What follows belongs to an exercise in optimizing a design on an open flow for small area, a short achievable clock period and few clock cycles; a production flow would make more cautious choices. Where RTL was checked, it was by simulation tests only, not by an equivalence proof against the original. Power is estimated from default activity; no workload was simulated.

// line_rasterizer_interpolated
module line_rasterizer_interpolated
#(
    parameter int COORD_BITS = 6,
    parameter int DEPTH_BITS = 16,
    parameter int FRAC_BITS  = 16
) (
    input  wire logic                 aclk,
    input  wire logic                 aresetn,
    input  wire logic                 s_tvalid,
    output logic                      s_tready,
    input  wire logic [((2*(2*COORD_BITS+DEPTH_BITS+32)+7)/8)*8-1:0] s_tdata,
    output logic                      m_tvalid,
    input  wire logic                 m_tready,
    output logic [((2*COORD_BITS+DEPTH_BITS+32+7)/8)*8-1:0] m_tdata,
    output logic                      m_tlast
);
    localparam int C      = COORD_BITS;
    localparam int CW     = lri_pkg::CHAN_W;
    localparam int NC     = lri_pkg::NUM_COLOR;
    localparam int PT_W   = 2*C + DEPTH_BITS + lri_pkg::COLOR_W;
    localparam int OUT_W  = ((2*C + DEPTH_BITS + NC*CW + 7) / 8) * 8;
    localparam int E_W    = C + 2;
    localparam int N_INT  = DEPTH_BITS/2 - 1;
    localparam int C_INT0 = N_INT - CW/2;      
    logic [C-1:0] xa, ya, xb, yb;
    logic [C:0]   dxp, dxn, dyp, dyn;      
    assign xa = s_tdata[C-1:0];
    assign ya = s_tdata[2*C-1:C];
    assign xb = s_tdata[PT_W+C-1:PT_W];
    assign yb = s_tdata[PT_W+2*C-1:PT_W+C];
    assign dxp = {1'b0, xb} - {1'b0, xa};
    assign dxn = {1'b0, xa} - {1'b0, xb};
    assign dyp = {1'b0, yb} - {1'b0, ya};
    assign dyn = {1'b0, ya} - {1'b0, yb};
    logic st_idle, st_geo, st_int, st_rdy, st_z2, st_hold;
    logic [2:0] cnt_reg;
    logic       cint_reg;              
    logic [C-1:0] adx_reg, ady_reg;
    logic         xgt_reg, ygt_reg;
    logic [C-1:0] span_reg, spanm1_reg, nmin_reg;
    logic [C+1:0] span3_reg;
    logic         span32_reg, xmaj_reg, swap_reg, up_reg;
    logic         xmaj_c, swap_c, up_c;
    logic [C-1:0] span_c, nmin_c;
    logic [C+1:0] span3_c;
    logic [2:0]   span_sm;
    always_comb begin
        xmaj_c  = ady_reg < adx_reg;
        swap_c  = xmaj_c ? xgt_reg : ygt_reg;
  ...
For scale: roughly 3400 cells after synthesis, about 400 flip-flops, roughly 190 I/O pins, about 32000 um2 of cells after synthesis.
==> flow/config.mk <==
export PLATFORM = sky130hd
export DESIGN_NAME = line_rasterizer_interpolated
export DESIGN_NICKNAME = line_rasterizer_interpolated
export VERILOG_FILES = /design/flow/design.v
export SDC_FILE = /design/flow/constraint.sdc
export NUM_CORES = 4
export LEC_CHECK = 0
export CAP_MARGIN = 5
export CORE_MARGIN = 2
export CORE_UTILIZATION = 40
export CTS_CLUSTER_DIAMETER = 80
export CTS_CLUSTER_SIZE = 24
export SETUP_SLACK_MARGIN = 4.45
export SLEW_MARGIN = 5
==> flow/constraint.sdc <==
create_clock -name core_clock -period 7.5 [get_ports {aclk}]
set_input_delay 1.5000 -clock core_clock [delete_from_list [all_inputs] [get_ports {aclk}]]
set_output_delay 1.5000 -clock core_clock [all_outputs]
set_load 0.01 [all_outputs]
standard.sh (not shown) runs the stock make flow with config.mk's settings and CLKGATE_MAP_FILE= SYNTH_SCRIPT=/design/flow/synth_recipe.tcl, a recipe that flattens the netlist after the stock synthesis.
==> flow/flow/run.sh <==
#!/bin/bash
# Standard layout, with two changes: the port buffers are made from plain
# buffers (sky130_fd_sc_hd__buf_2) instead of the delay buffers buffer_ports
# picks, and clock tree synthesis adds no dummy loads.
set -euo pipefail
export BUFFER_PORTS_ARGS="-buffer_cell sky130_fd_sc_hd__buf_2"
export CTS_ARGS="-sink_clustering_enable -repair_clock_nets -sink_clustering_size 24 -sink_clustering_max_diameter 80 -dont_use_dummy_load"
bash standard.sh > standard.log 2>&1
The first run produced a clean layout.
==> next run, changes <==
--- a/flow/design.v
+++ b/flow/design.v
@@ -114,25 +114,25 @@
     always_comb begin
         ra_n  = r_reg + C'(dneg_reg);
         rb_n  = ({1'b0, ra_n}) - ({1'b0, den});
         fr_n  = neg_reg ? {1'b0, ra_n} : rb_n;
         z_n   = !den32 && (r_reg != (swap ? denm1 : '0));
         carry = !fr_reg[C] && !(zz_reg && frz_reg);
         fr_nx = fr_reg + (carry ? rb_reg : ({1'b0, ra_reg}));
         vsum  = {v_reg, 1'b1} + {inc_reg, carry ^ wneg_reg};
     end
     always_ff @(posedge aclk) begin
-        dneg_reg <= diff[W];
-        neg_reg  <= dneg_reg ^ swap_c;
         if (ld_diff) begin
+            dneg_reg <= diff[W];
             q_reg    <= diff[W-1:0];
         end else if (geo) begin
+            neg_reg <= dneg_reg ^ swap_c;
             if (geo_step)
                 q_reg <= {q_reg[W-3:0], q0};
         end else if (int_en) begin
             q_reg <= {q_reg[W-3:2], q_reg[1:0] ^ {2{neg_reg && int_first}},
                       qs ^ {2{neg_reg}}};
         end
         if (geo)
             r_reg <= geo_step ? r0 : '0;
         else if (int_en || z_en)
             r_reg <= rs;
@@ -270,29 +270,31 @@
             st_geo   <= (st_idle && s_tvalid) || (st_z2 && z2_go && s_tvalid);
             st_int   <= st_geo || (st_int && !int_last);
             st_rdy   <= rdy_n;
             st_z2    <= st_rdy && accept;
             st_hold  <= (st_z2 && !z2_go) || (st_hold && !pend_clear);
             cnt_reg  <= st_int ? cnt_reg + 1'b1 : '0;
             cint_reg <= st_int && !int_last && (cnt_reg >= 3'(C_INT0-1));
         end
     end
     always_ff @(posedge aclk) begin
-        xgt_reg <= dxp[C];
-        ygt_reg <= dyp[C];
-        adx_reg <= dxp[C] ? dxn[C-1:0] : dxp[C-1:0];
-        ady_reg <= dyp[C] ? dyn[C-1:0] : dyp[C-1:0];
-        spanm1_reg <= span_c - 1'b1;
-        span3_reg  <= span3_c;
-        span32_reg <= span_c == C'(32);
+        if (ld_diff) begin
+            xgt_reg <= dxp[C];
+            ygt_reg <= dyp[C];
+            adx_reg <= dxp[C] ? dxn[C-1:0] : dxp[C-1:0];
+            ady_reg <= dyp[C] ? dyn[C-1:0] : dyp[C-1:0];
+        end
         if (geo) begin
             span_reg   <= span_c;
+            spanm1_reg <= span_c - 1'b1;
+            span3_reg  <= span3_c;
+            span32_reg <= span_c == C'(32);
             nmin_reg   <= nmin_c;
             xmaj_reg   <= xmaj_c;
             swap_reg   <= swap_c;
             up_reg     <= up_c;
         end
     end
     logic [DEPTH_BITS-1:0] zv;
     logic [CW-1:0]         cv [NC];
     lri_chan #(.W(DEPTH_BITS), .C(C)) u_depth (
         .aclk     (aclk),
Effect: Power decreases by 18%; die area increases by 1.1%; maximum frequency increases by 5.4%; sequential power decreases by about 6%; routed wire length decreases by 5.3%; synthesized cell count decreases by 0.47%; combinational power decreases by 34%; global-route usage decreases by 0.84 points; worst setup slack improved by 0.16 ns; clock skew decreases by 0.018 ns.
Testbench counts after the change, summed over its fixed seeds: cycles 38,956.
For the first run of this note, only the layout was checked, not whether the RTL still works.


Setup of AL:
line_rasterizer_interpolated again, from the RTL that the note above started with.
## line_rasterizer_interpolated
module line_rasterizer_interpolated
#(
    parameter int COORD_BITS = 6,
    parameter int DEPTH_BITS = 16,
    parameter int FRAC_BITS  = 16
) (
    input  wire logic                 aclk,
    input  wire logic                 aresetn,
    input  wire logic                 s_tvalid,
    output logic                      s_tready,
    input  wire logic [((2*(2*COORD_BITS+DEPTH_BITS+32)+7)/8)*8-1:0] s_tdata,
    output logic                      m_tvalid,
    input  wire logic                 m_tready,
    output logic [((2*COORD_BITS+DEPTH_BITS+32+7)/8)*8-1:0] m_tdata,
    output logic                      m_tlast
);
    localparam int C      = COORD_BITS;
    localparam int CW     = lri_pkg::CHAN_W;
    localparam int NC     = lri_pkg::NUM_COLOR;
    localparam int PT_W   = 2*C + DEPTH_BITS + lri_pkg::COLOR_W;
    localparam int OUT_W  = ((2*C + DEPTH_BITS + NC*CW + 7) / 8) * 8;
    localparam int E_W    = C + 2;
    localparam int N_INT  = DEPTH_BITS/2 - 1;
    localparam int C_INT0 = N_INT - CW/2;      
    logic [C-1:0] xa, ya, xb, yb;
    logic [C:0]   dxp, dxn, dyp, dyn;      
    assign xa = s_tdata[C-1:0];
    assign ya = s_tdata[2*C-1:C];
    assign xb = s_tdata[PT_W+C-1:PT_W];
    assign yb = s_tdata[PT_W+2*C-1:PT_W+C];
    assign dxp = {1'b0, xb} - {1'b0, xa};
    assign dxn = {1'b0, xa} - {1'b0, xb};
    assign dyp = {1'b0, yb} - {1'b0, ya};
    assign dyn = {1'b0, ya} - {1'b0, yb};
    logic st_idle, st_geo, st_int, st_rdy, st_z2, st_hold;
    logic [2:0] cnt_reg;
    logic       cint_reg;              
    logic [C-1:0] adx_reg, ady_reg;
    logic         xgt_reg, ygt_reg;
    logic [C-1:0] span_reg, spanm1_reg, nmin_reg;
    logic [C+1:0] span3_reg;
    logic         span32_reg, xmaj_reg, swap_reg, up_reg;
    logic         xmaj_c, swap_c, up_c;
    logic [C-1:0] span_c, nmin_c;
    logic [C+1:0] span3_c;
    logic [2:0]   span_sm;
    always_comb begin
        xmaj_c  = ady_reg < adx_reg;
        swap_c  = xmaj_c ? xgt_reg : ygt_reg;
  ...
Settings: LEC_CHECK=0, CAP_MARGIN=5, CORE_MARGIN=2, CORE_UTILIZATION=40, CTS_CLUSTER_DIAMETER=80, CTS_CLUSTER_SIZE=24, SETUP_SLACK_MARGIN=4.2, SLEW_MARGIN=5; clock period 7.5 ns.
Scripts as last shown in full above: flow/flow/run.sh
### AL -> TR
diff --git a/flow/design.v b/flow/design.v
--- a/flow/design.v
+++ b/flow/design.v
@@ -114,25 +114,25 @@
     always_comb begin
         ra_n  = r_reg + C'(dneg_reg);
         rb_n  = ({1'b0, ra_n}) - ({1'b0, den});
         fr_n  = neg_reg ? {1'b0, ra_n} : rb_n;
         z_n   = !den32 && (r_reg != (swap ? denm1 : '0));
         carry = !fr_reg[C] && !(zz_reg && frz_reg);
         fr_nx = fr_reg + (carry ? rb_reg : ({1'b0, ra_reg}));
         vsum  = {v_reg, 1'b1} + {inc_reg, carry ^ wneg_reg};
     end
     always_ff @(posedge aclk) begin
-        dneg_reg <= diff[W];
-        neg_reg  <= dneg_reg ^ swap_c;
         if (ld_diff) begin
+            dneg_reg <= diff[W];
             q_reg    <= diff[W-1:0];
         end else if (geo) begin
+            neg_reg <= dneg_reg ^ swap_c;
             if (geo_step)
                 q_reg <= {q_reg[W-3:0], q0};
         end else if (int_en) begin
             q_reg <= {q_reg[W-3:2], q_reg[1:0] ^ {2{neg_reg && int_first}},
                       qs ^ {2{neg_reg}}};
         end
         if (geo)
             r_reg <= geo_step ? r0 : '0;
         else if (int_en || z_en)
             r_reg <= rs;
@@ -270,29 +270,31 @@
             st_geo   <= (st_idle && s_tvalid) || (st_z2 && z2_go && s_tvalid);
             st_int   <= st_geo || (st_int && !int_last);
             st_rdy   <= rdy_n;
             st_z2    <= st_rdy && accept;
             st_hold  <= (st_z2 && !z2_go) || (st_hold && !pend_clear);
             cnt_reg  <= st_int ? cnt_reg + 1'b1 : '0;
             cint_reg <= st_int && !int_last && (cnt_reg >= 3'(C_INT0-1));
         end
     end
     always_ff @(posedge aclk) begin
-        xgt_reg <= dxp[C];
-        ygt_reg <= dyp[C];
-        adx_reg <= dxp[C] ? dxn[C-1:0] : dxp[C-1:0];
-        ady_reg <= dyp[C] ? dyn[C-1:0] : dyp[C-1:0];
-        spanm1_reg <= span_c - 1'b1;
-        span3_reg  <= span3_c;
-        span32_reg <= span_c == C'(32);
+        if (ld_diff) begin
+            xgt_reg <= dxp[C];
+            ygt_reg <= dyp[C];
+            adx_reg <= dxp[C] ? dxn[C-1:0] : dxp[C-1:0];
+            ady_reg <= dyp[C] ? dyn[C-1:0] : dyp[C-1:0];
+        end
         if (geo) begin
             span_reg   <= span_c;
+            spanm1_reg <= span_c - 1'b1;
+            span3_reg  <= span3_c;
+            span32_reg <= span_c == C'(32);
             nmin_reg   <= nmin_c;
             xmaj_reg   <= xmaj_c;
             swap_reg   <= swap_c;
             up_reg     <= up_c;
         end
     end
     logic [DEPTH_BITS-1:0] zv;
     logic [CW-1:0]         cv [NC];
     lri_chan #(.W(DEPTH_BITS), .C(C)) u_depth (
         .aclk     (aclk),
Results
- For flip-flop and latch count after synthesis, TR and AL come out practically identical.
- TR vs AL, sum of routed wire length over all layers went down by about 1%.
- The flow did not stop early for TR: all stages ran, and the layout cleared the timing, DRC and antenna checks.
- In summary, AL completed successfully, with a layout that passed the timing, DRC and antenna checks.
- Diff AL -> TR | row count | increase of 1
- Worst setup slack, TR and AL, lower one = AL.
- Summary of TR over AL: via count about even, number of non-clock inverters rose about 1.6%, layout-stage area growth over the synthesis result fell 0.29 points, post-route standard cell area excluding fillers rose about 0.9%.
- The higher total power consumption of the routed design came out of AL.
Testbench counts of TR, summed over its fixed seeds: cycles 38,956.
Function not checked in AL: the RTL went through the layout flow alone.

==> separate check: timing with driven ports <==
In the flow no input, the clock included, has a driving cell. The finished layouts below were timed again as built, in two steps.
Step 1 sets driving cells, clkbuf_16 on the clock port and buf_2 on the other inputs (assumed; they add their load-dependent delay and slew).
Step 2 times the ports against the registers' clock, not the clock port: input delays grow and output delays shrink by t, the midpoint of the rising clock arrivals with the driver on.
a / b / c = ideal / step 1 / step 2; a / b = the first two.
run | shift t [ns] | slack for setup (ns) | clock arrival spread, ns
the first run of note 1 | 0.670 | 4.287 / 4.225 / 3.846 | 0.064 / 0.064
the second run of note 1 | 0.645 | 4.451 / 4.451 / 3.868 | 0.051 / 0.050
AL | 0.653 | 4.206 / 4.206 / 3.716 | 0.055 / 0.055
TR | 0.662 | 4.281 / 4.281 / 3.660 | 0.055 / 0.054
After both steps setup and hold are still met in every run listed. For TR, which loses most, drivers alone change the setup slack by 0.000 ns; drivers and shift together by -0.621 ns.
